This design comes from an exercise in tuning for a short achievable clock period and few clock cycles per item on the open sky130 flow, not from production work. Power figures rest on the tool's default switching activity, not on a simulated workload.

Setup of lane 1:
==> flow/design.v <==
module riscv_crypto_sha256_msched (
  input  logic        clk,
  input  logic        rst,
  input  logic        in_valid,
  output logic        in_ready,
  input  logic [31:0] in_data,
  output logic        out_valid,
  input  logic        out_ready,
  output logic [31:0] out_data,
  output logic [5:0]  out_idx,
  output logic        out_last,
  output logic        busy
);
  localparam int DIN = 4;
  function automatic logic [31:0] sig0(input logic [31:0] x);
    sig0 = {x[6:0], x[31:7]} ^ {x[17:0], x[31:18]} ^ {3'b000, x[31:3]};
  endfunction
  function automatic logic [31:0] sig1(input logic [31:0] x);
    sig1 = {x[16:0], x[31:17]} ^ {x[18:0], x[31:19]} ^ {10'b0, x[31:10]};
  endfunction
  function automatic logic [31:0] maj2(input logic [31:0] a, input logic [31:0] b,
                                       input logic [31:0] c);
    logic [31:0] m;
    m = (a & b) | (a & c) | (b & c);
    maj2 = {m[30:0], 1'b0};
  endfunction
  logic        cap_v_q;
  logic [31:0] cap_d_q;
  logic [31:0] fifo_q [DIN];
  logic [1:0]  f_wp_q, f_rp_q;
  logic [2:0]  f_cnt_q, f_cnt_d;
  logic        f_ne_q;
  logic [2:0]  occ_q, occ_d;   
  logic        occ_le2_q, occ_le3_q, occ_le4_q;
  logic        in_ready_q, in_ready_d;
  logic [3:0]  in_cnt_q;
  logic        in15_q;         
  logic        in_hs, avail, ld_in, pop, push;
  logic [31:0] head;
  logic [31:0] win_q [16];     
  logic [5:0]  n_q, n_d;       
  logic [31:0] bs_q, bc_q;     
  logic        bv_q, bv_d;     
  logic [31:0] xs_q, xc_q;     
  logic        adv_q, adv_d;   
  logic        bld_q;          
  logic        bsel_q;         
  logic [31:0] s1w, ps, pc;
  logic [4:0]  lag_q, lag_d, lag_t, lag_n;  
  logic        nz_q;           
  logic        l15_q, l16_q;   
  logic [15:0] sel_q;          
  logic        out_valid_q;
  logic [31:0] out_data_q, rd_word;
  logic [5:0]  out_idx_q, m_q;
  logic        out_last_q;
  logic        m63_q;          
  logic        take;
  logic [1:0]  pend_q, pend_d;
  logic        pend_eq1_q, pend_ge2_q;
  logic        busy_q, busy_d;
  logic        inc, dec;
  assign in_hs = in_valid & in_ready_q;
  assign avail = f_ne_q | cap_v_q;
  assign head  = f_ne_q ? fifo_q[f_rp_q] : cap_d_q;
  assign ld_in = bld_q & bsel_q & avail;
  assign pop   = ld_in & f_ne_q;
  assign push  = cap_v_q & ~(ld_in & ~f_ne_q);
  assign s1w = sig1(win_q[0]);
  assign ps  = s1w ^ xs_q ^ xc_q;
  assign pc  = maj2(s1w, xs_q, xc_q);
  assign take = nz_q & (~out_valid_q | out_ready);
  always_comb begin
    rd_word = 32'd0;
    for (int i = 0; i < 16; i++) rd_word = rd_word | ({32{sel_q[i]}} & win_q[i]);
  end
  always_comb begin
    f_cnt_d = f_cnt_q + {2'b00, push} - {2'b00, pop};
    occ_d   = occ_q - {2'b00, ld_in} + {2'b00, in_hs};
    n_d     = n_q + {5'd0, adv_q};
    bv_d    = bld_q ? (~bsel_q | avail) : bv_q;
    lag_t   = adv_q ? lag_q : lag_q - 5'd1;
    lag_n   = adv_q ? lag_q + 5'd1 : lag_q;
    lag_d   = take ? lag_t : lag_n;
    adv_d   = bv_d & ~(take ? 1'b0 : ((l15_q & adv_q) | l16_q));
    inc     = in_hs & in15_q;
    dec     = out_valid_q & out_ready & out_last_q;
    pend_d  = pend_q + {1'b0, inc} - {1'b0, dec};
    busy_d  = inc | pend_ge2_q | (pend_eq1_q & ~dec);
    case ({ld_in, in_hs})
      2'b10:   in_ready_d = occ_le4_q;
      2'b01:   in_ready_d = occ_le2_q;
      default: in_ready_d = occ_le3_q;
    endcase
    in_ready_d = in_ready_d | ~busy_d;
  end
  always_ff @(posedge clk or posedge rst) begin
    if (rst) begin
      cap_v_q     <= 1'b0;
      f_wp_q      <= 2'd0;
      f_rp_q      <= 2'd0;
      f_cnt_q     <= 3'd0;
      f_ne_q      <= 1'b0;
      occ_q       <= 3'd0;
      occ_le2_q   <= 1'b1;
      occ_le3_q   <= 1'b1;
      occ_le4_q   <= 1'b1;
      in_ready_q  <= 1'b1;
      in_cnt_q    <= 4'd0;
      in15_q      <= 1'b0;
      n_q         <= 6'd0;
      bv_q        <= 1'b0;
      adv_q       <= 1'b0;
      bld_q       <= 1'b1;
      bsel_q      <= 1'b1;
      lag_q       <= 5'd0;
      nz_q        <= 1'b0;
      l15_q       <= 1'b0;
      l16_q       <= 1'b0;
      sel_q       <= 16'd0;
      out_valid_q <= 1'b0;
      out_data_q  <= 32'd0;
      out_idx_q   <= 6'd0;
      out_last_q  <= 1'b0;
      m_q         <= 6'd0;
      m63_q       <= 1'b0;
      pend_q      <= 2'd0;
      pend_eq1_q  <= 1'b0;
      pend_ge2_q  <= 1'b0;
      busy_q      <= 1'b0;
    end else begin
      cap_v_q    <= in_hs;
      if (push)  f_wp_q <= f_wp_q + 2'd1;
      if (pop)   f_rp_q <= f_rp_q + 2'd1;
      f_cnt_q    <= f_cnt_d;
      f_ne_q     <= (f_cnt_d != 3'd0);
      occ_q      <= occ_d;
      occ_le2_q  <= (occ_d <= 3'd2);
      occ_le3_q  <= (occ_d <= 3'd3);
      occ_le4_q  <= (occ_d <= 3'd4);
      in_ready_q <= in_ready_d;
      if (in_hs) begin
        in_cnt_q <= in_cnt_q + 4'd1;
        in15_q   <= (in_cnt_q == 4'd14);
      end
      n_q        <= n_d;
      bv_q       <= bv_d;
      adv_q      <= adv_d;
      bld_q      <= adv_d | ~bv_d;
      bsel_q     <= ~adv_d | (n_d < 6'd15) | (n_d == 6'd63);
      lag_q      <= lag_d;
      nz_q       <= take ? (lag_t != 5'd0) : (lag_n != 5'd0);
      l15_q      <= take ? (lag_t == 5'd15) : (lag_n == 5'd15);
      l16_q      <= take ? 1'b0 : (lag_n == 5'd16);
      if (take) begin
        if (~adv_q) sel_q <= {1'b0, sel_q[15:1]};
      end else begin
        if (adv_q)  sel_q <= {sel_q[14:0], ~nz_q};
      end
      out_valid_q <= take | (out_valid_q & ~out_ready);
      if (take) begin
        out_data_q <= rd_word;
        out_idx_q  <= m_q;
        out_last_q <= m63_q;
        m_q        <= m_q + 6'd1;
        m63_q      <= (m_q == 6'd62);
      end
      pend_q     <= pend_d;
      pend_eq1_q <= (pend_d == 2'd1);
      pend_ge2_q <= pend_d[1];
      busy_q     <= busy_d;
    end
  end
  always_ff @(posedge clk) begin
    cap_d_q <= in_data;
    if (push) fifo_q[f_wp_q] <= cap_d_q;
    if (bld_q) begin
      bs_q <= bsel_q ? head  : ps;
      bc_q <= bsel_q ? 32'd0 : pc;
    end
    if (adv_q) begin
      win_q[0] <= bs_q + bc_q;
      for (int i = 1; i < 16; i++) win_q[i] <= win_q[i-1];
      xs_q <= win_q[4] ^ sig0(win_q[12]) ^ win_q[13];
      xc_q <= maj2(win_q[4], sig0(win_q[12]), win_q[13]);
    end
  end
  assign in_ready  = in_ready_q;
  assign out_valid = out_valid_q;
  assign out_data  = out_data_q;
  assign out_idx   = out_idx_q;
  assign out_last  = out_last_q;
  assign busy      = busy_q;
endmodule
make LEC_CHECK=0 ABC_CLOCK_PERIOD_IN_PS=2000 CAP_MARGIN=20 CORE_MARGIN=2 CORE_UTILIZATION=40 SETUP_SLACK_MARGIN=5 SLEW_MARGIN=20 finish   # period 8.0 ns
run.sh (not shown) runs the stock make flow with config.mk's settings and CLKGATE_MAP_FILE= SYNTH_SCRIPT=/design/flow/synth_recipe.tcl, a recipe that flattens the netlist after the stock synthesis.
Changes in lane 2 relative to lane 1:
==> flow/flow/run.sh (new file) <==
#!/bin/bash
# Standard synthesis, then the standard ORFS layout with repair_timing aiming at a larger setup margin.
set -euo pipefail
bash standard.sh synth > synth.log 2>&1
bash standard.sh SETUP_SLACK_MARGIN=5.3 finish > layout.log 2>&1
==> flow/standard.sh (new file) <==
#!/bin/bash
# synth_recipe.tcl (not shown) runs the flow's synth.tcl, then flattens the netlist and writes it again
# the make line also repeats each setting of config.mk as NAME=value (left out here)
make -C /OpenROAD-flow-scripts/flow DESIGN_CONFIG=/design/flow/config.mk WORK_HOME=/design/flow/orfs CLKGATE_MAP_FILE= SYNTH_SCRIPT=/design/flow/synth_recipe.tcl "${@:-finish}"
removed: flow/run.sh
### Flow results
Via count in lane 2 is 1.0% above lane 1.
Taking lane 1 as the reference, in lane 2 final critical delay including setup and external delays fell 0.083 ns; met3 track demand over resource in global routing grew by 0.83 points; routed wire length climbed 2.7%.
Relative to lane 1, part of the cycle the worst path needs has gone down in lane 2.
Lane 2 — global-route usage over all layers 0.27 points higher, lane 1 as reference
Power, lane 1 and lane 2, lower one = lane 1.
Run comparison: lane 2 end point of the critical path in_ready; lane 1 end point of the critical path out_data[14]
The higher length of routed wiring on met1 came out of lane 1.
Delay contributed by the slowest stage of the critical path, lane 1 and lane 2, higher one = lane 2.
Function was not checked in any run of this note: the RTL went through the layout flow alone.

-- re-timing with driven ports --
The flow's constraints put no driver on any port. The routed layouts listed below were extracted and timed again, unchanged, in two steps. Step 1: set_driving_cell puts a clkbuf_16 on clk and a buf_2 on each other input, an assumption about the parent block. Step 2 also shifts input and output timing later by t, the mid clock arrival at the registers, as if the neighbouring blocks saw the same clock. Slacks: ideal / step 1 / step 2; pairs: ideal / step 1.
run	t, ns	setup slack, ns	worst hold slack (ns)	worst setup path after step 2	cell pins on the clock port's net
lane 1	0.712	5.028 / 4.963 / 4.392	0.416 / 0.416 / 0.416	input to register	1
lane 2	0.728	5.111 / 5.045 / 4.596	0.439 / 0.439 / 0.439	input to register	1
After both steps every run listed still meets setup and hold. The setup slack of lane 1, which loses most, moves by -0.065 ns with the drivers and by -0.636 ns with both steps.
